Context: an optimization exercise on an open-source flow, tuned for small area, a short achievable clock period and few clock cycles. The choices shown serve that exercise and are no tape-out recipe. At most, simulation tests tie the RTL to the original design; equivalence was not proved. The RTL of run 4 was laid out without a check of its function. Power and IR drop assume default switching activity.

===== config.mk =====
export PLATFORM = sky130hd
export DESIGN_NAME = lbp_stream
export DESIGN_NICKNAME = lbp_stream
export VERILOG_FILES = /design/flow/design.v
export SDC_FILE = /design/flow/constraint.sdc
export NUM_CORES = 4
export LEC_CHECK = 0
export CAP_MARGIN = 20
export CORE_MARGIN = 2
export CORE_UTILIZATION = 40
export SLEW_MARGIN = 20

===== constraint.sdc =====
create_clock -name core_clock -period 5.7 [get_ports {clk}]
set_input_delay 1.1400 -clock core_clock [delete_from_list [all_inputs] [get_ports {clk}]]
set_output_delay 1.1400 -clock core_clock [all_outputs]
set_load 0.01 [all_outputs]

===== design.v =====
`default_nettype none
package lbp_pkg;
    localparam int C_UP_BITS = 3;
    localparam int C_QDEPTH = 6;
endpackage
`default_nettype wire
`default_nettype none
module lbp_line_buffer #(
    parameter int DEPTH = 131,
    parameter int DW    = 8,
    parameter int UB    = 3
) (
    input  logic                  clk,
    input  logic                  load,
    input  logic [DW-1:0]         din,
    input  logic                  upd,
    input  logic [UB-1:0]         ub_in,
    output logic [DEPTH*DW-1:0]   pix,
    output logic [DEPTH*UB-1:0]   ub
);
    logic [DEPTH*DW-1:0] r_pix;
    logic [DEPTH*UB-1:0] r_ub;
    always_ff @(posedge clk) begin
        r_pix <= {r_pix[(DEPTH-1)*DW-1:0], (load ? din : r_pix[(DEPTH-1)*DW +: DW])};
        r_ub  <= {r_ub[(DEPTH-1)*UB-1:2*UB],
                  (upd ? ub_in : r_ub[UB +: UB]),
                  r_ub[0 +: UB],
                  r_ub[(DEPTH-1)*UB +: UB]};
    end
    assign pix = r_pix;
    assign ub  = r_ub;
endmodule
`default_nettype wire
`default_nettype none
module lbp_stream #(
    parameter int IMG_W = 128,
    parameter int IMG_H = 128,
    parameter int DW    = 8,
    parameter int AW    = $clog2(IMG_W*IMG_H)
) (
    input  logic          clk,
    input  logic          reset,
    input  logic          gray_ready,
    input  logic [DW-1:0] thr,
    output logic          gray_req,
    output logic [AW-1:0] gray_addr,
    input  logic [DW-1:0] gray_data,
    output logic          lbp_valid,
    input  logic          lbp_ready,
    output logic [AW-1:0] lbp_addr,
    output logic [7:0]    lbp_data,
    output logic          finish
);
    localparam int CW    = $clog2(IMG_W);
    localparam int RW    = $clog2(IMG_H);
    localparam int RD    = IMG_W + 3;             
    localparam int PW    = $clog2(RD);
    localparam int UB    = lbp_pkg::C_UP_BITS;
    localparam int QD    = lbp_pkg::C_QDEPTH;
    localparam int NW    = $clog2(QD + 1);
    localparam logic [AW-1:0] C_FIRST_CENTRE = AW'(IMG_W + 1);
    localparam logic [AW-1:0] C_LAST_CENTRE  = AW'((IMG_H-2)*IMG_W + IMG_W - 2);
    logic             r_started;
    logic             r_req;
    logic [AW:0]      r_gcnt;        
    logic [PW-1:0]    r_ph;          
    logic             r_infl;        
    logic             r_v0;          
    logic [AW-1:0]    r_pcnt;        
    logic [DW-1:0]    r_thr;
    logic [NW-1:0]    r_qn;          
    logic             r_lbp_valid;
    logic [AW-1:0]    r_lbp_addr;
    logic             r_finish;
    logic [RD*DW-1:0]     w_pix;
    logic [RD*UB-1:0]     w_ub;
    logic [QD-1:0][7:0]   r_q;       
    logic [DW-1:0]    w_l [0:RD-1];
    logic [UB-1:0]    w_up_new;
    logic [UB-1:0]    w_up_old;
    logic [DW:0]      w_ref_c;       
    logic [DW:0]      w_ref_u;       
    logic [7:0]       w_code;
    logic             w_push;
    logic             w_pop;
    logic             w_req_nxt;
    logic [NW-1:0]    w_qn_nxt;
    logic [AW:0]      w_gcnt_nxt;
    logic [NW+1:0]    w_pending;
    for (genvar k = 0; k < RD; k++) begin : g_tap
        assign w_l[k] = w_pix[k*DW +: DW];
    end
    lbp_line_buffer #(
        .DEPTH (RD),
        .DW    (DW),
        .UB    (UB)
    ) u_ring (
        .clk   (clk),
        .load  (r_infl),
        .din   (gray_data),
        .upd   (r_v0),
        .ub_in (w_up_new),
        .pix   (w_pix),
        .ub    (w_ub)
    );
    assign w_ref_u = {1'b0, w_l[1]} + {1'b0, r_thr};
    assign w_up_new[0] = ({1'b0, w_l[IMG_W+2]} >= w_ref_u);
    assign w_up_new[1] = ({1'b0, w_l[IMG_W+1]} >= w_ref_u);
    assign w_up_new[2] = ({1'b0, w_l[IMG_W  ]} >= w_ref_u);
    assign w_up_old = w_ub[(IMG_W+1)*UB +: UB];
    assign w_ref_c  = {1'b0, w_l[IMG_W+1]} + {1'b0, r_thr};
    assign w_code[2:0] = w_up_old;
    assign w_code[3] = ({1'b0, w_l[IMG_W+2]} >= w_ref_c);
    assign w_code[4] = ({1'b0, w_l[IMG_W  ]} >= w_ref_c);
    assign w_code[5] = ({1'b0, w_l[2]} >= w_ref_c);
    assign w_code[6] = ({1'b0, w_l[1]} >= w_ref_c);
    assign w_code[7] = ({1'b0, w_l[0]} >= w_ref_c);
    assign w_push = r_v0 && (r_pcnt[AW-1:CW] >= RW'(2)) && (r_pcnt[CW-1:0] >= CW'(2));
    assign w_pop  = r_lbp_valid && lbp_ready;
    assign w_qn_nxt   = r_qn - NW'(w_pop) + NW'(w_push);
    assign w_gcnt_nxt = r_gcnt + (AW+1)'(r_req);
    assign w_pending  = (NW+2)'(w_qn_nxt) + (NW+2)'(r_infl) + (NW+2)'(r_req);
    assign w_req_nxt  = (r_started || gray_ready) && !w_gcnt_nxt[AW] &&
                        (r_ph == '0) && (w_pending < (NW+2)'(QD));
    always_ff @(posedge clk or posedge reset) begin
        if (reset) begin
            r_started <= 1'b0;
            r_req     <= 1'b0;
            r_gcnt    <= '0;
            r_ph      <= '0;
            r_infl    <= 1'b0;
            r_v0      <= 1'b0;
            r_pcnt    <= '0;
        end else begin
            if (gray_ready) r_started <= 1'b1;
            r_req  <= w_req_nxt;
            r_gcnt <= w_gcnt_nxt;
            if (w_req_nxt || !r_started || (r_ph == PW'(RD-1)))
                r_ph <= '0;
            else
                r_ph <= r_ph + PW'(1);
            r_infl <= r_req;
            r_v0   <= r_infl;
            if (r_v0) r_pcnt <= r_pcnt + AW'(1);
        end
    end
    always_ff @(posedge clk) begin
        if (!r_started && gray_ready) r_thr <= thr;
    end
    always_ff @(posedge clk) begin
        for (int i = 0; i < QD; i++) begin
            if (w_pop) begin
                if (w_push && (r_qn == NW'(i+1)))
                    r_q[i] <= w_code;
                else if (i < QD-1)
                    r_q[i] <= r_q[(i < QD-1) ? i+1 : i];
            end else if (w_push && (r_qn == NW'(i))) begin
                r_q[i] <= w_code;
            end
        end
    end
    always_ff @(posedge clk or posedge reset) begin
        if (reset) begin
            r_qn        <= '0;
            r_lbp_valid <= 1'b0;
            r_lbp_addr  <= C_FIRST_CENTRE;
            r_finish    <= 1'b0;
        end else begin
            r_qn        <= w_qn_nxt;
            r_lbp_valid <= (w_qn_nxt != '0);
            if (w_pop) begin
                if (r_lbp_addr[CW-1:0] == CW'(IMG_W-2))
                    r_lbp_addr <= r_lbp_addr + AW'(3);
                else
                    r_lbp_addr <= r_lbp_addr + AW'(1);
                if (r_lbp_addr == C_LAST_CENTRE) r_finish <= 1'b1;
            end
        end
    end
    assign gray_req  = r_req;
    assign gray_addr = r_gcnt[AW-1:0];
    assign lbp_valid = r_lbp_valid;
    assign lbp_addr  = r_lbp_addr;
    assign lbp_data  = r_q[0];
    assign finish    = r_finish;
endmodule
`default_nettype wire

===== run.sh =====
#!/bin/bash
# synth_recipe.tcl (not shown) runs the flow's synth.tcl, then flattens the netlist and writes it again
# the make line also repeats each setting of config.mk as NAME=value (left out here)
make -C /OpenROAD-flow-scripts/flow DESIGN_CONFIG=/design/flow/config.mk WORK_HOME=/design/flow/orfs CLKGATE_MAP_FILE= SYNTH_SCRIPT=/design/flow/synth_recipe.tcl finish

==> results of run 1 <==
==> state kept, by name, summed over array words and instances (netlist names) <==
| signal | cells |
|---|---|
| r_finish | 1 |
| r_q | 48 |
| r_req | 1 |
| r_pcnt | 14 |
| r_gcnt | 15 |
| r_v0 | 1 |
| r_lbp_addr | 14 |
| r_thr | 8 |
| r_lbp_valid | 1 |
| r_ph | 8 |
| u_ring.r_ub | 393 |
| r_infl | 1 |
| r_started | 1 |
| u_ring.r_pix | 1048 |
| r_qn | 3 |
==> stage by stage <==
step	std cells	area, µm²	power [mW]
after floorplan	2135	36200	12.8
final	3603	43000	22.5
after detailed placement	3339	38100	13.2
after CTS	3601	43000	22.8
after global placement	3339	38100	13.1
after global routing	3601	43000	23.5
==> layout by cell type (no fill, tap or decap), drive strengths merged, types with 5 or more instances in the layout <==
| cell type | netlist | routed |
|---|---|---|
| nor3 | 17 | 17 |
| clkinvlp | 0 | 5 |
| mux2 | 23 | 23 |
| xor2 | 21 | 21 |
| mux2i | 35 | 35 |
| o32ai | 6 | 6 |
| a21o | 15 | 15 |
| dfxtp | 1473 | 1473 |
| o21a | 7 | 7 |
| dfrtp | 58 | 58 |
| clkinv | 1 | 26 |
| edfxtp | 24 | 24 |
| nand3 | 22 | 22 |
| a22oi | 10 | 10 |
| ha | 92 | 92 |
| a21oi | 27 | 27 |
| xnor2 | 37 | 37 |
| clkdlybuf4s50 | 0 | 58 |
| nand4 | 14 | 14 |
| inv | 25 | 37 |
| a221oi | 5 | 5 |
| and3 | 15 | 15 |
| clkbuf | 7 | 216 |
| nand2 | 45 | 45 |
| o21ai | 19 | 19 |
| buf | 29 | 6 |
| nor2 | 39 | 39 |
| o32a | 6 | 6 |
| nor2b | 15 | 15 |
==> per-layer routing <==
layer  wire length [µm]  track usage, %  vias to the layer above
li1                   -               -                     7333
met1              24700            15.0                     6958
met3               2410            3.32                      113
met4               1510            5.28                        0
met2              19400            15.0                      235
met5                  0               0                        -
==> final timing paths <==
| kind | slack [ns] | to |
|---|---|---|
| setup / recovery | 1.84 | r_q[45] |
| hold / removal | 0.31 | u_ring.r_ub[110] |
| setup reg to reg | 1.84 | r_q[45] |
| hold reg to reg | 0.31 | u_ring.r_ub[110] |
| max in group asynchronous | 4.15 | r_pcnt[6] |
| min in group asynchronous | 0.99 | r_finish |
==> logic make-up (layout without fill, tap and decap cells) <==
family	count (synthesis)	after routing	synth area share [%]
buffers and inverters	62	352	0.934
adder cells (fa/ha/maj)	95	95	3.35
flip-flops	1557	1557	87.6
XOR/XNOR	59	59	1.47
multiplexers	58	58	1.77
AND/OR/NAND/NOR	191	191	2.70
other	0	2	0
AO/OA/AOI/OAI	113	113	2.14
==> power by group through the flow <==
stage	Sequential, mW	Combinational [mW]	Clock, mW
floorplan	12.2	0.592	0
global placement	12.4	0.781	0
detailed placement	12.4	0.820	0
CTS	12.2	0.827	9.82
global route	12.3	0.920	10.3
finish	12.2	0.811	9.52
==> final cells by class <==
cell class	instances	area, µm²	area share (%)
inverter	26	103	0.238
multi-input combinational	516	4160	9.66
timing repair buffer	64	626	1.45
sequential	1557	31700	73.7
tap	1176	1470	3.42
antenna	2	5.00	0.0116
clock buffer	216	4330	10.1
clock inverter	46	641	1.49
==> results.ini, run 1 <==
[clock_tree]
ctsLongestPathBuffers=3
cts-root-buf=clkbuf_16
clk_pin_slew_ns=0.07
cts.sinks=1557
post_cts_buffers=0
postCtsHoldBufs=0
htree_levels=4
ctsResizeCount=0
cts_buffers=144
cts_tree=done
clk_latency_ns=0.71

[power]
powerDensity_nw_per_um2=522
p_leak_nw=17.8
p_switching_mw=4.75
power_frac_seq_pct=54.1
combPwrFrac_pct=3.6
p_int_mw=17.7
switching_share_pct=21.1
ir_worst_vdd_mv=0.295
clkPwrFrac_pct=42.3

[logic_synthesis]
syn_inst=2135
ys_warn_count=3
synth_nets=2250
synth.most_common_cell=dfxtp_1
synth-edff-count=24
ys_seq_elements=1557
yosys.area.top_type=dfxtp_1
syn_area_per_cell_um2=16.9
synth_cell_types=61
synth_top_area_share_pct=81.5
synthTopCellsByCount=dfxtp_1 (1473), ha_1 (92), dfrtp_1 (58), nand2_1 (45), nor2_1 (39)
mappedNetlistArea_um2=36200
ys.flop_type=dfxtp_1
async_flop_share_pct=3.85
synthTopCellsByArea=dfxtp_1 (81%), dfrtp_1 (4.0%), ha_1 (3.2%)
yosysSeqAreaShare_pct=87.6

[sta]
rsz0062_at_grt=false
report.final.hold_viol_count=0
whs_ns=0.308
fin_ws_ns=1.84
post-route-period-util_pct=67.7
clock_skew_ns=0.0224
fin_setup_tns_ns=0
worst_slew_pin_slew_ns=1.14
relSlewSlack_pct=23.6
fin_crit_ns=3.86
drv_slew=0
fmax_ghz=0.259
setup_violations=0

[critical_path]
reg2reg_from=r_thr[1]
worstPathArrival_ns=4.31
cpPeakStageDelay_ns=0.54
path_depth=12
crit_path_end_kind=flop
worstPathCellList=ha_1 -> a21oi_1 -> nor2b_1 -> nor3_1 -> nor2_1 -> o41a_1 -> xnor2_1 -> ha_1 -> and3_1 -> a221oi_1 -> a22oi_1 -> mux2_2
crit_top_cell=ha_1
slowest_stage=xnor2_1
cp.buffers_inverters=0
critPathMaxFanout=7
ff2ff_path_depth=12
critPathTopFamily=compound AO/OA/AOI/OAI gates
path_class=flop to flop
required_ns=6.15
worstSetupStartpoint=r_thr[1]
start_kind=flop

[hold_path]
min_path_type=flop to flop
min_delay_path_depth=0
worstHoldStart=u_ring.r_ub[107]

[floorplan]
die_w_um=305
ios=59
die_area_um2=92900
coreArea_um2=89900
rows=110
initial_core_util_pct=40.3
die_h_um=305

[run_status]
run_status=finished clean

[finish]
drive_gt1_share_pct=11.5
utilization_pct=47.9
syn_to_final_growth_pct=19.0
layout.nets=2424
num-fill-cells=7474

[placement]
gp_congestion=0.735
hpwlAfterDp_mm=27.8
dp_slack_ns=1.32
place.port_buffers=58

[route]
wl_per_cell_um=13.3
ant_nets=0
drt_drc_violations_left=0
drtPass1Iterations=6
drtIter0Drc=660
dr_total_vias=14639
viasPerCell=4.06
wirelength_mm=48.0

[grt]
grt_pass1_wl_mm=79.6
grt_max_degree=61
track_usage_pct=10.7
grt_overflow_total=0
grt_pass1_vias=15184
antenna_found_initial=5

[flow_run]
maxCapViolations=0

Testbench counts, summed over its fixed seeds: cycles 262,224.
==> run 2: changes to the inputs <==
--- a/design.v
+++ b/design.v
@@ -66,7 +66,8 @@
     logic [PW-1:0]    r_ph;          
     logic             r_infl;        
     logic             r_v0;          
-    logic [AW-1:0]    r_pcnt;        
+    logic             r_infl_code;   
+    logic             r_v0_code;     
     logic [DW-1:0]    r_thr;
     logic [NW-1:0]    r_qn;          
     logic             r_lbp_valid;
@@ -78,8 +79,12 @@
     logic [DW-1:0]    w_l [0:RD-1];
     logic [UB-1:0]    w_up_new;
     logic [UB-1:0]    w_up_old;
-    logic [DW:0]      w_ref_c;       
-    logic [DW:0]      w_ref_u;       
+    logic [DW:0]      w_ref_e;
+    logic [DW:0]      w_ref_u;
+    logic [DW:0]      r_ref_c;
+    logic [3:0]       r_cb;
+    logic [UB-1:0]    r_ub;
+    logic             w_code_rd;
     logic [7:0]       w_code;
     logic             w_push;
     logic             w_pop;
@@ -103,19 +108,25 @@
         .pix   (w_pix),
         .ub    (w_ub)
     );
-    assign w_ref_u = {1'b0, w_l[1]} + {1'b0, r_thr};
-    assign w_up_new[0] = ({1'b0, w_l[IMG_W+2]} >= w_ref_u);
-    assign w_up_new[1] = ({1'b0, w_l[IMG_W+1]} >= w_ref_u);
-    assign w_up_new[2] = ({1'b0, w_l[IMG_W  ]} >= w_ref_u);
-    assign w_up_old = w_ub[(IMG_W+1)*UB +: UB];
-    assign w_ref_c  = {1'b0, w_l[IMG_W+1]} + {1'b0, r_thr};
+    assign w_ref_e = {1'b0, w_l[IMG_W]} + {1'b0, r_thr};
+    assign w_ref_u = {1'b0, w_l[0]} + {1'b0, r_thr};
+    always_ff @(posedge clk) begin
+        r_ref_c  <= w_ref_e;
+        r_cb[0]  <= ({1'b0, w_l[IMG_W+1]} >= w_ref_e);
+        r_cb[1]  <= ({1'b0, w_l[IMG_W-1]} >= w_ref_e);
+        r_cb[2]  <= ({1'b0, w_l[1]}       >= w_ref_e);
+        r_cb[3]  <= ({1'b0, w_l[0]}       >= w_ref_e);
+        r_ub[0]  <= ({1'b0, w_l[IMG_W+1]} >= w_ref_u);
+        r_ub[1]  <= ({1'b0, w_l[IMG_W  ]} >= w_ref_u);
+        r_ub[2]  <= ({1'b0, w_l[IMG_W-1]} >= w_ref_u);
+    end
+    assign w_up_new = r_ub;
+    assign w_up_old    = w_ub[(IMG_W+1)*UB +: UB];
     assign w_code[2:0] = w_up_old;
-    assign w_code[3] = ({1'b0, w_l[IMG_W+2]} >= w_ref_c);
-    assign w_code[4] = ({1'b0, w_l[IMG_W  ]} >= w_ref_c);
-    assign w_code[5] = ({1'b0, w_l[2]} >= w_ref_c);
-    assign w_code[6] = ({1'b0, w_l[1]} >= w_ref_c);
-    assign w_code[7] = ({1'b0, w_l[0]} >= w_ref_c);
-    assign w_push = r_v0 && (r_pcnt[AW-1:CW] >= RW'(2)) && (r_pcnt[CW-1:0] >= CW'(2));
+    assign w_code[6:3] = r_cb;
+    assign w_code[7]   = ({1'b0, w_l[0]} >= r_ref_c);
+    assign w_code_rd = (r_gcnt[AW-1:CW] >= RW'(2)) && (r_gcnt[CW-1:0] >= CW'(2));
+    assign w_push    = r_v0_code;
     assign w_pop  = r_lbp_valid && lbp_ready;
     assign w_qn_nxt   = r_qn - NW'(w_pop) + NW'(w_push);
     assign w_gcnt_nxt = r_gcnt + (AW+1)'(r_req);
@@ -130,7 +141,8 @@
             r_ph      <= '0;
             r_infl    <= 1'b0;
             r_v0      <= 1'b0;
-            r_pcnt    <= '0;
+            r_infl_code <= 1'b0;
+            r_v0_code <= 1'b0;
         end else begin
             if (gray_ready) r_started <= 1'b1;
             r_req  <= w_req_nxt;
@@ -141,7 +153,8 @@
                 r_ph <= r_ph + PW'(1);
             r_infl <= r_req;
             r_v0   <= r_infl;
-            if (r_v0) r_pcnt <= r_pcnt + AW'(1);
+            r_infl_code <= r_req && w_code_rd;
+            r_v0_code <= r_infl_code;
         end
     end
     always_ff @(posedge clk) begin
--- a/config.mk
+++ b/config.mk
@@ -7,5 +7,6 @@
 export LEC_CHECK = 0
 export CAP_MARGIN = 20
 export CORE_MARGIN = 2
-export CORE_UTILIZATION = 40
+export CORE_UTILIZATION = 60
+export CTS_BUF_LIST = sky130_fd_sc_hd__clkbuf_4 sky130_fd_sc_hd__clkbuf_8
 export SLEW_MARGIN = 20
==> results.ini, run 2 <==
[flow_run]
maxCapViolations=0  ; unchanged

[sta]
report.final.hold_viol_count=0  ; unchanged
worst_slew_pin_slew_ns=0.856  ; -0.288 ns
relSlewSlack_pct=42.5  ; +19 points
fin_ws_ns=2.07  ; +0.231 ns
post-route-period-util_pct=63.7  ; -4.1 points
setup_violations=0  ; unchanged
whs_ns=0.290  ; -0.0171 ns
drv_slew=0  ; unchanged
fin_setup_tns_ns=0  ; unchanged
fmax_ghz=0.276  ; +6.4%
rsz0062_at_grt=false
clock_skew_ns=0.0670  ; +0.0446 ns
fin_crit_ns=3.63  ; -0.231 ns

[route]
viasPerCell=4.46  ; +9.7%
ant_nets=0  ; unchanged
dr_total_vias=14735  ; +0.66%
wirelength_mm=44.6  ; -7.2%
drt_drc_violations_left=0  ; unchanged
drtIter0Drc=564  ; -15%
wl_per_cell_um=13.5  ; +1.2%
drtPass1Iterations=4  ; -2

[clock_tree]
ctsLongestPathBuffers=3  ; unchanged
cts-root-buf=clkbuf_8
cts.sinks=1561  ; +0.26%
clk_pin_slew_ns=0.06  ; about the same
postCtsHoldBufs=0  ; unchanged
clk_latency_ns=0.86  ; +0.15 ns
cts_tree=done
post_cts_buffers=0  ; unchanged
cts_buffers=211  ; +47%
htree_levels=4  ; unchanged
ctsResizeCount=0  ; unchanged

[critical_path]
ff2ff_path_depth=16  ; +4
start_kind=input pin
critPathMaxFanout=14  ; +7
path_class=input pin to flop
worstPathArrival_ns=4.29  ; -0.02 ns
required_ns=6.36  ; +0.21 ns
crit_path_end_kind=flop

[finish]
final_common_cell=dfxtp_1
ff_latch_area_um2=31700  ; about the same
top_regs=u_ring.r_pix (1048), u_ring.r_ub (393), r_q (48)
final_cell_mix=dfxtp_1 (1489), clkbuf_8 (262), nor2_1 (91)
num-fill-cells=3840  ; -49%
largest_reg_flops=1048  ; unchanged
syn_to_final_growth_pct=17.0
drive_gt1_share_pct=16.6  ; +5.1 points
multi_input_area_um2=3650  ; -12%
layout.nets=2469  ; +1.9%
largest-register=u_ring.r_pix
final_cells=3306  ; -8.2%

[floorplan]
ios=59  ; unchanged
die_area_um2=61500  ; -34%
die_h_um=248  ; -19%
initial_core_util_pct=60.6  ; +20 points
rows=89  ; -19%
die_w_um=248  ; -19%
coreArea_um2=58900  ; -34%

[logic_synthesis]
yosysSeqAreaShare_pct=88.9  ; +1.2 points
synthTopCellsByCount=dfxtp_1 (1489), nor2_1 (91), ha_1 (79), dfrtp_1 (46), inv_1 (40)
ys_warn_count=3  ; unchanged
synthTopCellsByArea=dfxtp_1 (83%), dfrtp_1 (3.2%), ha_1 (2.8%)
syn_inst=2122  ; -0.61%
yosys.area.top_type=dfxtp_1
synth-edff-count=24  ; unchanged
async_flop_share_pct=3.07  ; -0.78 points
ys.flop_type=dfxtp_1
mappedNetlistArea_um2=35700  ; -1.3%
synth_top_area_share_pct=83.5  ; +2.0 points
synth_cell_types=60  ; -1.6%
ys_seq_elements=1561  ; +0.26%
syn_area_per_cell_um2=16.8  ; -0.70%
synth.most_common_cell=dfxtp_1
synth_nets=2224  ; -1.2%

[power]
powerDensity_nw_per_um2=522  ; -0.16%
p_leak_nw=17.7  ; -0.53%
ir_worst_vdd_mv=0.365  ; +24%

[run_status]
run_status=finished clean

[placement]
dp.cells=2927  ; -12%
hpwlAfterDp_mm=24.4  ; -12%
dp_slack_ns=1.23  ; -0.0891 ns
gp_congestion=0.750  ; +2.0%
place.port_buffers=58  ; unchanged

[grt]
track_usage_pct=15.2  ; +4.5 points
grt_max_degree=49  ; -20%
grt_pass1_vias=15201  ; +0.11%
antenna_found_initial=1  ; -4
grt_overflow_total=0  ; unchanged
grt_pass1_wl_mm=74.0  ; -7.1%

[hold_path]
min_path_type=flop to flop
min_delay_path_depth=0  ; unchanged

==> run 2: cell types whose count changed after synthesis, sizes merged, moves of 10 or more <==
cell,previous run,this run
nand4,14,2
nor2,39,91
dfrtp,58,46
inv,25,40
o22ai,3,28
nand2,45,33
dfxtp,1473,1489
mux2i,35,1
ha,92,79
a22oi,10,0
==> run 2: power by group <==
part	switching [mW]	total, mW	internal (mW)
clock network	3.85	8.81	4.95
registers	0.372	12.1	11.7
logic	0.450	0.907	0.457
==> run 2: area by class of cell <==
cell class,count,share of cell area (%)
multi-input cells,493,8.73
flip-flops and latches,1561,75.9
well taps,773,2.31
diodes,1,0.00599
repair buffers,60,1.43
inverters,40,0.359
clock buffers,343,10.1
clock inverters,35,1.16
==> run 2: worst max-delay path: stages <==
cell             delay (ns)
clkdlybuf4s50_1        0.50
nand2_1                0.08
inv_1                  0.30
ha_1                   0.31
inv_1                  0.06
ha_1                   0.13
inv_1                  0.05
fa_1                   0.37
xor2_1                 0.17
xnor2_1                0.22
inv_1                  0.10
a311o_1                0.31
a211o_1                0.30
o211ai_2               0.16
nor2_1                 0.09
==> run 2: routing by layer <==
layer  part of all wire, %  vias up  track usage, %
li1                      -     7416               -
met1                    53     6960            21.7
met2                    40      260            20.3
met3                   4.7       99            5.19
met4                   2.6        0            8.37
met5                     0        -               0
==> run 2: cells by family after synthesis <==
group | count (synthesis) | synth area share (%)
fa+ha+maj | 85 | 3.02
compound gates | 137 | 2.69
buf+inv | 68 | 0.946
xor+xnor | 45 | 1.10
flops | 1561 | 88.9
mux | 26 | 0.816
simple gates | 200 | 2.57
==> run 2: final timing paths <==
| kind | slack [ns] | endpoint | from |
|---|---|---|---|
| max | 2.07 | r_ph[5] | lbp_ready |
| min | 0.29 | u_ring.r_pix[29] | u_ring.r_pix[21] |
| max reg2reg | 2.10 | r_cb[2] | r_thr[3] |
| min reg2reg | 0.29 | u_ring.r_pix[29] | u_ring.r_pix[21] |
| max in group asynchronous | 4.40 | r_gcnt[8] | reset |
| min in group asynchronous | 0.82 | r_lbp_addr[5] | reset |
==> run 2: per-stage QoR <==
step           total power [mW]  utilization (%)  instance area (µm²)
2_1_floorplan              12.8                -                35700
3_3_place_gp               13.2             63.0                37100
3_5_place_dp               13.2             63.0                37100
4_1_cts                    22.1             70.9                41800
5_1_grt                    22.8             70.9                41800
6_report                   21.8             70.9                41800
Testbench counts of run 2, summed over its fixed seeds: cycles 262,224.
==> run 3: changes to the inputs <==
--- a/config.mk
+++ b/config.mk
@@ -7,6 +7,5 @@
 export LEC_CHECK = 0
 export CAP_MARGIN = 20
 export CORE_MARGIN = 2
-export CORE_UTILIZATION = 60
-export CTS_BUF_LIST = sky130_fd_sc_hd__clkbuf_4 sky130_fd_sc_hd__clkbuf_8
+export CORE_UTILIZATION = 40
 export SLEW_MARGIN = 20
==> results.ini, run 3 <==
[floorplan]
die_w_um=303  ; +22%
die_area_um2=91700  ; +49%
rows=109  ; +22%
die_h_um=303  ; +22%
initial_core_util_pct=40.4  ; -20 points
ios=59  ; unchanged
coreArea_um2=88400  ; +50%

[critical_path]
required_ns=6.30  ; -0.06 ns
path_class=input pin to flop
crit_path_end_kind=flop
critPathMaxFanout=14  ; unchanged
start_kind=input pin
crit_top_cell=inv_1
worstPathArrival_ns=4.38  ; +0.09 ns
cpPeakStageDelay_ns=0.52  ; +0.02 ns
slowest_stage=clkdlybuf4s50_1
worstPathCellList=clkdlybuf4s50_1 -> nand2_1 -> inv_1 -> ha_1 -> inv_1 -> ha_1 -> inv_1 -> fa_1 -> xor2_1 -> xnor2_1 -> inv_1 -> a311o_1 -> a211o_1 -> o211ai_2 -> nor2_1

[sta]
drv_slew=0  ; unchanged
report.final.hold_viol_count=0  ; unchanged
fin_setup_tns_ns=0  ; unchanged
clock_skew_ns=0.0362  ; -0.0308 ns
relSlewSlack_pct=27.0  ; -15 points
rsz0062_at_grt=false
whs_ns=0.293  ; +0.00225 ns
setup_violations=0  ; unchanged
fmax_ghz=0.265  ; -4.0%
fin_crit_ns=3.78  ; +0.152 ns
post-route-period-util_pct=66.3  ; +2.7 points
worst_slew_pin_slew_ns=1.09  ; +0.236 ns

[logic_synthesis]
ys.flop_type=dfxtp_1
synth_nets=2224  ; unchanged
synth_top_area_share_pct=83.5  ; unchanged
ys_warn_count=3  ; unchanged
synth-edff-count=24  ; unchanged
synth-adder-area-share_pct=3.02  ; unchanged
synth_top_family_by_area=adder cells
ys_seq_elements=1561  ; unchanged
synth.mux.area_fraction_pct=0.816  ; unchanged
syn_inst=2122  ; unchanged
yosysSeqAreaShare_pct=88.9  ; unchanged
synth_xor_area_share_pct=1.10  ; unchanged
synth.most_common_cell=dfxtp_1
synthTopCellsByArea=dfxtp_1 (83%), dfrtp_1 (3.2%), ha_1 (2.8%)
yosys.area_share.simple_pct=2.57  ; unchanged
yosys.area.top_type=dfxtp_1
mappedNetlistArea_um2=35700  ; unchanged
synth_compound_area_share_pct=2.69  ; unchanged
synthTopCellsByCount=dfxtp_1 (1489), nor2_1 (91), ha_1 (79), dfrtp_1 (46), inv_1 (40)
syn_area_per_cell_um2=16.8  ; unchanged
async_flop_share_pct=3.07  ; unchanged
synth_cell_types=60  ; unchanged

[finish]
final_common_cell=dfxtp_1
final_cell_mix=dfxtp_1 (1489), clkbuf_16 (146), nor2_1 (91)
largest-register=u_ring.r_pix
antenna_cells=0  ; -1
top_regs=u_ring.r_pix (1048), u_ring.r_ub (393), r_q (48)
drive_gt1_share_pct=11.2  ; -5.4 points
layout.nets=2400  ; -2.8%
final_cells=3575  ; +8.1%
fin_area_um2=42600  ; +1.9%
largest_reg_flops=1048  ; unchanged
syn_to_final_growth_pct=19.3

[power]
finalPower_mw=22.7  ; +4.3%
p_leak_nw=17.6  ; -0.27%
powerDensity_nw_per_um2=534  ; +2.3%
ir_worst_vdd_mv=0.349  ; -4.4%

[clock_tree]
clk_pin_slew_ns=0.06  ; about the same
htree_levels=4  ; unchanged
post_cts_buffers=0  ; unchanged
cts_tree=done
cts-root-buf=clkbuf_16
ctsLongestPathBuffers=3  ; unchanged
clk_latency_ns=0.73  ; -0.13 ns
cts.sinks=1561  ; unchanged
ctsResizeCount=0  ; unchanged
postCtsHoldBufs=0  ; unchanged
cts_buffers=142  ; -33%

[grt]
grt_pass1_wl_mm=76.3  ; +3.1%
grt_max_degree=49  ; unchanged
antenna_found_initial=2  ; +1
track_usage_pct=10.4  ; -4.8 points
grt_overflow_total=0  ; unchanged
grt_pass1_vias=15039  ; -1.1%

[route]
ant_nets=0  ; unchanged
drt_drc_violations_left=0  ; unchanged
dr_wl_met3_mm=2.05  ; -2.4%
viasPerCell=4.04  ; -9.4%
drtPass1Iterations=7  ; +3
dr_total_vias=14441  ; -2.0%
wl_met1_mm=23.5  ; about the same
dr.max_layer_used=met5
wirelength_mm=45.6  ; +2.2%
drtIter0Drc=595  ; +5.5%
wl_per_cell_um=12.7  ; -5.5%
wl_met2_mm=18.7  ; +5.2%

[placement]
placed_area_um2=37600  ; +1.3%
dp.cells=3319  ; +13%
place.port_buffers=58  ; unchanged
hpwlAfterDp_mm=26.0  ; +6.3%
gp_congestion=0.750  ; about the same

[flow_run]
maxCapViolations=0  ; unchanged

[hold_path]
min_path_type=flop to flop

[run_status]
run_status=finished clean

## run 3: changes by cell type in the layout (fill, tap and decap cells not counted), moves of 9 or more
cell	before	now
clkbuf_8	262	23
clkbuf_16	0	146
clkbuf_4	81	0
clkbuf_1	0	29
bufinv_16	5	14
## run 3: worst max-delay path, delay by kind of cell
kind | cells | cell delay, ns
XOR/XNOR | 2 | 0.39
AO/OA/AOI/OAI | 3 | 0.76
adder cells (fa/ha/maj) | 3 | 0.83
buffers and inverters | 5 | 1.03
AND/OR/NAND/NOR | 2 | 0.21
## run 3: report_power, final
| part | switching, mW | internal (mW) |
|---|---|---|
| clock | 3.99 | 5.74 |
| sequential | 0.370 | 11.7 |
| combinational | 0.452 | 0.460 |
## run 3: final cells by class
cell class                 count  area, µm²
fill                        7372      45800
sequential                  1561      31700
clock buffer                 198       4080
multi-input combinational    493       3650
tap                         1165       1460
clock inverter                58        927
timing repair buffer          60        596
inverter                      40        150
## run 3: per-layer routing
metal / up-vias / GRT usage (%)
met4: 2 / 5.68
met1: 6866 / 14.7
li1: 7226 / -
met5: - / 0
met3: 103 / 2.77
met2: 244 / 14.5
## run 3: cells by family after synthesis
| family | Yosys count |
|---|---|
| and+or+nand+nor | 200 |
| AOI/OAI and AO/OA | 137 |
| xor gates and xnor gates | 45 |
| buffers and inverters | 68 |
| muxes | 26 |
| DFF | 1561 |
| adders and majority gates | 85 |
## run 3: final timing paths
kind | startpoint | endpoint | slack, ns | depth (start not counted)
worst min-delay path | u_ring.r_ub[130] | u_ring.r_ub[133] | 0.29 | 0
min in group asynchronous | reset | r_gcnt[8] | 0.90 | 3
worst max-delay path | lbp_ready | r_ph[6] | 1.92 | 15
worst min register to register | u_ring.r_ub[130] | u_ring.r_ub[133] | 0.29 | 0
max in group asynchronous | reset | r_lbp_addr[12] | 4.31 | 3
worst max register to register | r_thr[3] | r_cb[3] | 2.22 | 16
## run 3: per-stage QoR
step,utilization (%),setup WS (ns)
floorplan,-,1.86
global placement,42.5,1.24
detailed placement,42.5,1.19
CTS,48.2,1.99
global route,48.2,1.64
finish,48.2,1.92
==> run 4: changes to the inputs <==
--- a/design.v
+++ b/design.v
@@ -1,7 +1,7 @@
 `default_nettype none
 package lbp_pkg;
     localparam int C_UP_BITS = 3;
-    localparam int C_QDEPTH = 6;
+    localparam int C_QDEPTH = 5;
 endpackage
 `default_nettype wire
 `default_nettype none
@@ -53,7 +53,7 @@
 );
     localparam int CW    = $clog2(IMG_W);
     localparam int RW    = $clog2(IMG_H);
-    localparam int RD    = IMG_W + 3;             
+    localparam int RD    = IMG_W + 2;             
     localparam int PW    = $clog2(RD);
     localparam int UB    = lbp_pkg::C_UP_BITS;
     localparam int QD    = lbp_pkg::C_QDEPTH;
@@ -70,6 +70,8 @@
     logic             r_v0_code;     
     logic [DW-1:0]    r_thr;
     logic [NW-1:0]    r_qn;          
+    logic [NW-1:0]    r_cred;        
+    logic             r_req_code;    
     logic             r_lbp_valid;
     logic [AW-1:0]    r_lbp_addr;
     logic             r_finish;
@@ -84,14 +86,20 @@
     logic [DW:0]      r_ref_c;
     logic [3:0]       r_cb;
     logic [UB-1:0]    r_ub;
-    logic             w_code_rd;
     logic [7:0]       w_code;
     logic             w_push;
     logic             w_pop;
     logic             w_req_nxt;
     logic [NW-1:0]    w_qn_nxt;
     logic [AW:0]      w_gcnt_nxt;
-    logic [NW+1:0]    w_pending;
+    logic             w_base;
+    logic             w_ok_hold;
+    logic             w_ok_pop;
+    logic             w_cr;
+    logic [NW-1:0]    w_cred_hold;
+    logic [NW-1:0]    w_cred_pop;
+    logic [NW-1:0]    w_qn_hold;
+    logic [NW-1:0]    w_qn_pop;
     for (genvar k = 0; k < RD; k++) begin : g_tap
         assign w_l[k] = w_pix[k*DW +: DW];
     end
@@ -125,14 +133,19 @@
     assign w_code[2:0] = w_up_old;
     assign w_code[6:3] = r_cb;
     assign w_code[7]   = ({1'b0, w_l[0]} >= r_ref_c);
-    assign w_code_rd = (r_gcnt[AW-1:CW] >= RW'(2)) && (r_gcnt[CW-1:0] >= CW'(2));
     assign w_push    = r_v0_code;
-    assign w_pop  = r_lbp_valid && lbp_ready;
-    assign w_qn_nxt   = r_qn - NW'(w_pop) + NW'(w_push);
+    assign w_pop     = r_lbp_valid && lbp_ready;
     assign w_gcnt_nxt = r_gcnt + (AW+1)'(r_req);
-    assign w_pending  = (NW+2)'(w_qn_nxt) + (NW+2)'(r_infl) + (NW+2)'(r_req);
-    assign w_req_nxt  = (r_started || gray_ready) && !w_gcnt_nxt[AW] &&
-                        (r_ph == '0) && (w_pending < (NW+2)'(QD));
+    assign w_cr = (w_gcnt_nxt[AW-1:CW] >= RW'(2)) && (w_gcnt_nxt[CW-1:0] >= CW'(2));
+    assign w_base      = (r_started || gray_ready) && !w_gcnt_nxt[AW] && (r_ph == '0);
+    assign w_ok_hold   = w_base && (r_cred <  NW'(QD));
+    assign w_ok_pop    = w_base && (r_cred <= NW'(QD));
+    assign w_cred_hold = r_cred + NW'(w_ok_hold && w_cr);
+    assign w_cred_pop  = r_cred - NW'(!(w_ok_pop && w_cr));
+    assign w_req_nxt   = w_pop ? w_ok_pop : w_ok_hold;
+    assign w_qn_hold   = r_qn + NW'(w_push);
+    assign w_qn_pop    = r_qn - NW'(!w_push);
+    assign w_qn_nxt    = w_pop ? w_qn_pop : w_qn_hold;
     always_ff @(posedge clk or posedge reset) begin
         if (reset) begin
             r_started <= 1'b0;
@@ -142,6 +155,8 @@
             r_infl    <= 1'b0;
             r_v0      <= 1'b0;
             r_infl_code <= 1'b0;
+            r_req_code <= 1'b0;
+            r_cred    <= '0;
             r_v0_code <= 1'b0;
         end else begin
             if (gray_ready) r_started <= 1'b1;
@@ -153,7 +168,9 @@
                 r_ph <= r_ph + PW'(1);
             r_infl <= r_req;
             r_v0   <= r_infl;
-            r_infl_code <= r_req && w_code_rd;
+            r_req_code <= w_req_nxt && w_cr;
+            r_cred <= w_pop ? w_cred_pop : w_cred_hold;
+            r_infl_code <= r_req_code;
             r_v0_code <= r_infl_code;
         end
     end
@@ -180,7 +197,7 @@
             r_finish    <= 1'b0;
         end else begin
             r_qn        <= w_qn_nxt;
-            r_lbp_valid <= (w_qn_nxt != '0);
+            r_lbp_valid <= w_pop ? (w_qn_pop != '0) : (w_qn_hold != '0);
             if (w_pop) begin
                 if (r_lbp_addr[CW-1:0] == CW'(IMG_W-2))
                     r_lbp_addr <= r_lbp_addr + AW'(3);
--- a/config.mk
+++ b/config.mk
@@ -8,4 +8,5 @@
 export CAP_MARGIN = 20
 export CORE_MARGIN = 2
 export CORE_UTILIZATION = 40
+export SETUP_SLACK_MARGIN = 3.0
 export SLEW_MARGIN = 20
==> results.ini, run 4 <==
[logic_synthesis]
synth_top_family_by_area=adder cells
mappedNetlistArea_um2=35600  ; -0.22%
async_flop_share_pct=3.36  ; +0.29 points
yosysSeqAreaShare_pct=88.3  ; -0.59 points
synth_compound_area_share_pct=3.05  ; +0.36 points
synth_xor_area_share_pct=1.23  ; +0.13 points
synthTopCellsByArea=dfxtp_1 (83%), dfrtp_1 (3.5%), ha_1 (3.2%)
yosys.area_share.simple_pct=2.43  ; -0.14 points
synth-edff-count=24  ; unchanged
yosys.area.top_type=dfxtp_1
synth_cell_types=54  ; -10%
syn_inst=2144  ; +1.0%
ys.flop_type=dfxtp_1
synth.most_common_cell=dfxtp_1
synth.mux.area_fraction_pct=0.428  ; -0.39 points
ys_warn_count=3  ; unchanged
ys_seq_elements=1546  ; -0.96%
synth-adder-area-share_pct=3.46  ; +0.44 points
synthTopCellsByCount=dfxtp_1 (1470), ha_1 (92), nand2_1 (62), inv_1 (51)
synth_top_area_share_pct=82.6  ; -0.88 points
syn_area_per_cell_um2=16.6  ; -1.2%
synth_nets=2260  ; +1.6%

[floorplan]
coreArea_um2=88400  ; unchanged
die_h_um=302  ; -0.11%
die_w_um=302  ; -0.11%
initial_core_util_pct=40.3  ; -0.091 points
rows=109  ; unchanged
die_area_um2=91500  ; -0.22%
ios=59  ; unchanged

[critical_path]
cpPeakStageDelay_ns=0.48  ; -0.04 ns
slowest_stage=fa_1
critPathMaxFanout=4  ; -10
required_ns=6.30  ; about the same
start_kind=flop
path_class=flop to flop
worstPathCellList=ha_2 -> ha_4 -> nand3_4 -> or3_4 -> mux2i_4 -> a2111oi_4 -> a211oi_2 -> a21o_1 -> ha_2 -> fa_1 -> inv_1
crit_top_cell=ha_2
crit_path_end_kind=flop
worstPathArrival_ns=3.50  ; -0.88 ns

[grt]
grt_max_degree=53  ; +8.2%
grt_overflow_total=0  ; unchanged
track_usage_pct=10.8  ; +0.41 points
grt_pass1_vias=15325  ; +1.9%
grt_pass1_wl_mm=79.2  ; +3.9%
antenna_found_initial=0  ; -2

[clock_tree]
cts.sinks=1546  ; -0.96%
ctsLongestPathBuffers=3  ; unchanged
clk_pin_slew_ns=0.06  ; about the same
cts_buffers=143  ; +0.70%
cts-root-buf=clkbuf_16
clk_latency_ns=0.72  ; about the same
htree_levels=4  ; unchanged
cts_tree=done

[route]
wl_per_cell_um=13.1  ; +3.1%
dr_total_vias=14598  ; +1.1%
viasPerCell=4.03  ; -0.25%
wirelength_mm=47.6  ; +4.5%
ant_nets=0  ; unchanged
drtIter0Drc=686  ; +15%
drt_drc_violations_left=0  ; unchanged
drtPass1Iterations=4  ; -3

[flow_run]
maxCapViolations=0  ; unchanged

[finish]
ff_latch_area_um2=31500  ; -0.84%
final_common_cell=dfxtp_1
antenna_cells=0  ; unchanged
fin_area_um2=43000  ; +0.88%
top_regs=u_ring.r_pix (1040), u_ring.r_ub (390), r_q (40)
layout.nets=2459  ; +2.5%
largest_reg_flops=1040  ; -0.76%
largest-register=u_ring.r_pix
num-fill-cells=7357  ; -0.20%
drive_gt1_share_pct=14.4  ; +3.2 points
final_cell_mix=dfxtp_1 (1467), clkbuf_16 (147), ha_1 (83)
syn_to_final_growth_pct=20.6
final_cells=3623  ; +1.3%
utilization_pct=48.6  ; +0.42 points
multi_input_area_um2=4050  ; +11%

[sta]
fin_crit_ns=2.90  ; -0.879 ns
clock_skew_ns=0.0314  ; -0.00481 ns
report.final.hold_viol_count=0  ; unchanged
setup_violations=0  ; unchanged
fmax_ghz=0.345  ; +30%
post-route-period-util_pct=50.9  ; -15 points
drv_slew=0  ; unchanged
worst_slew_pin_slew_ns=1.05  ; -0.0442 ns
rsz0062_at_grt=true
relSlewSlack_pct=30.0  ; +3.0 points
fin_setup_tns_ns=0  ; unchanged

[placement]
place.port_buffers=58  ; unchanged
placed_area_um2=37500  ; -0.25%
dp.cells=3333  ; +0.42%
hpwlAfterDp_mm=26.5  ; +2.1%
gp_congestion=0.738  ; -1.5%

[run_status]
run_status=finished clean

[power]
powerDensity_nw_per_um2=522  ; -2.2%
p_leak_nw=17.8  ; +1.0%
ir_worst_vdd_mv=0.287  ; -18%

[hold_path]
min_path_type=flop to flop

==> run 4: cell count changes after synthesis, sizes merged, moves of 9 or more <==
cell and delta:
nor2 -41, inv +11, o21ai +30, dfxtp -19, a21oi +12, ha +13, mux2 -15, nand2 +29
a31oi +9, nand3 -12
==> run 4: timing repair <==
item,CTS,global route
buffers inserted,23,6
hold endpoints to repair,0,0
pin swaps,15,27
resized for setup,82,40
hold buffers,0,0
setup endpoints to repair,83,33
==> run 4: per-layer routing <==
metal  GRT usage [%]  vias up  wire [µm]
li1                -     7354          -
met1            15.4     6880      24200
met2            15.1      248      19600
met3            3.21      116       2430
met4            5.06        0       1330
met5               0        -          0
==> run 4: worst paths after layout <==
check	from	to	slack, ns	depth (start not counted)
worst max-delay path	r_req	r_cred[1]	2.80	11
worst min-delay path	u_ring.r_pix[90]	u_ring.r_pix[98]	0.31	0
max in group asynchronous	reset	r_gcnt[3]	4.51	3
worst max register to register	r_req	r_cred[1]	2.80	11
min in group asynchronous	reset	r_lbp_addr[6]	0.67	2
worst min register to register	u_ring.r_pix[90]	u_ring.r_pix[98]	0.31	0
==> run 4: critical path, delay by kind of cell, from the launching register on <==
kind	cells	cell delay [ns]
and+or+nand+nor	2	0.47
muxes	1	0.20
adders and majority gates	4	1.00
buffers and inverters	1	0.05
AOI/OAI and AO/OA	3	0.68
DFF	1	0.37
==> run 4: cells by family (layout without fill, tap and decap cells) <==
family / count (synthesis) / in the layout
AOI/OAI and AO/OA: 176 / 176
xor gates and xnor gates: 50 / 50
adders and majority gates: 96 / 96
buffers and inverters: 86 / 400
DFF: 1546 / 1546
muxes: 14 / 14
and+or+nand+nor: 176 / 176
==> run 4: stage by stage <==
| step | power (mW) | hold WS [ns] | setup slack, ns |
|---|---|---|---|
| 6_report | 22.4 | 0.308 | 2.80 |
| 5_1_grt | 23.3 | 0.314 | 2.67 |
| 4_1_cts | 22.7 | 0.305 | 2.71 |
| 3_5_place_dp | 12.9 | 0.312 | 1.88 |
| 3_3_place_gp | 12.8 | 0.310 | 1.97 |
| 2_1_floorplan | 12.5 | 0.310 | 2.86 |
==> run 4: final cells by class <==
cell class,instances,share of cell area (%)
Sequential cell,1546,73.2
Clock buffer,208,9.79
Multi-Input combinational cell,512,9.42
Tap cell,1165,3.39
Timing Repair Buffer,89,1.86
Clock inverter,52,1.85
Inverter,51,0.448
==> run 4: power by group <==
group          switching, mW  leakage, nW  total [mW]  internal (mW)
sequential             0.318         12.9        11.9           11.6
combinational          0.397         2.48       0.776          0.379
clock                   3.96         2.44        9.71           5.75
total                   4.67         17.8        22.4           17.7

what the ideal ports hide:
The results above use ideal ports. As a check the final layouts listed here were re-extracted and re-timed, cells and wires unchanged. Step 1, drivers: a clkbuf_16 drives clk and a buf_2 each remaining input, both assumed. Step 2, shift: input delay + t, output delay - t, t = (earliest + latest rising clock arrival at the registers) / 2. This alone moves slack from input paths to output paths. a / b / c = no drivers / after step 1 / after step 2; a / b = the first two.
| run | shift t [ns] | setup slack, ns | hold WS [ns] | worst slew at a driven data input, ns | cell pins on the clock port's net |
|---|---|---|---|---|---|
| run 1 | 0.770 | 1.840 / 1.840 / 1.257 | 0.308 / 0.308 / 0.308 | 0.11 | 1 |
| run 2 | 0.880 | 2.071 / 2.096 / 1.218 | 0.290 / 0.290 / 0.290 | 0.06 | 1 |
| run 3 | 0.770 | 1.919 / 1.934 / 1.164 | 0.293 / 0.293 / 0.293 | 0.10 | 1 |
| run 4 | 0.760 | 2.798 / 2.798 / 2.085 | 0.308 / 0.308 / 0.308 | 0.09 | 1 |
After both steps setup and hold are still met in every run listed. The setup slack of run 2, which loses most, moves by +0.025 ns with the drivers and by -0.853 ns with both steps.
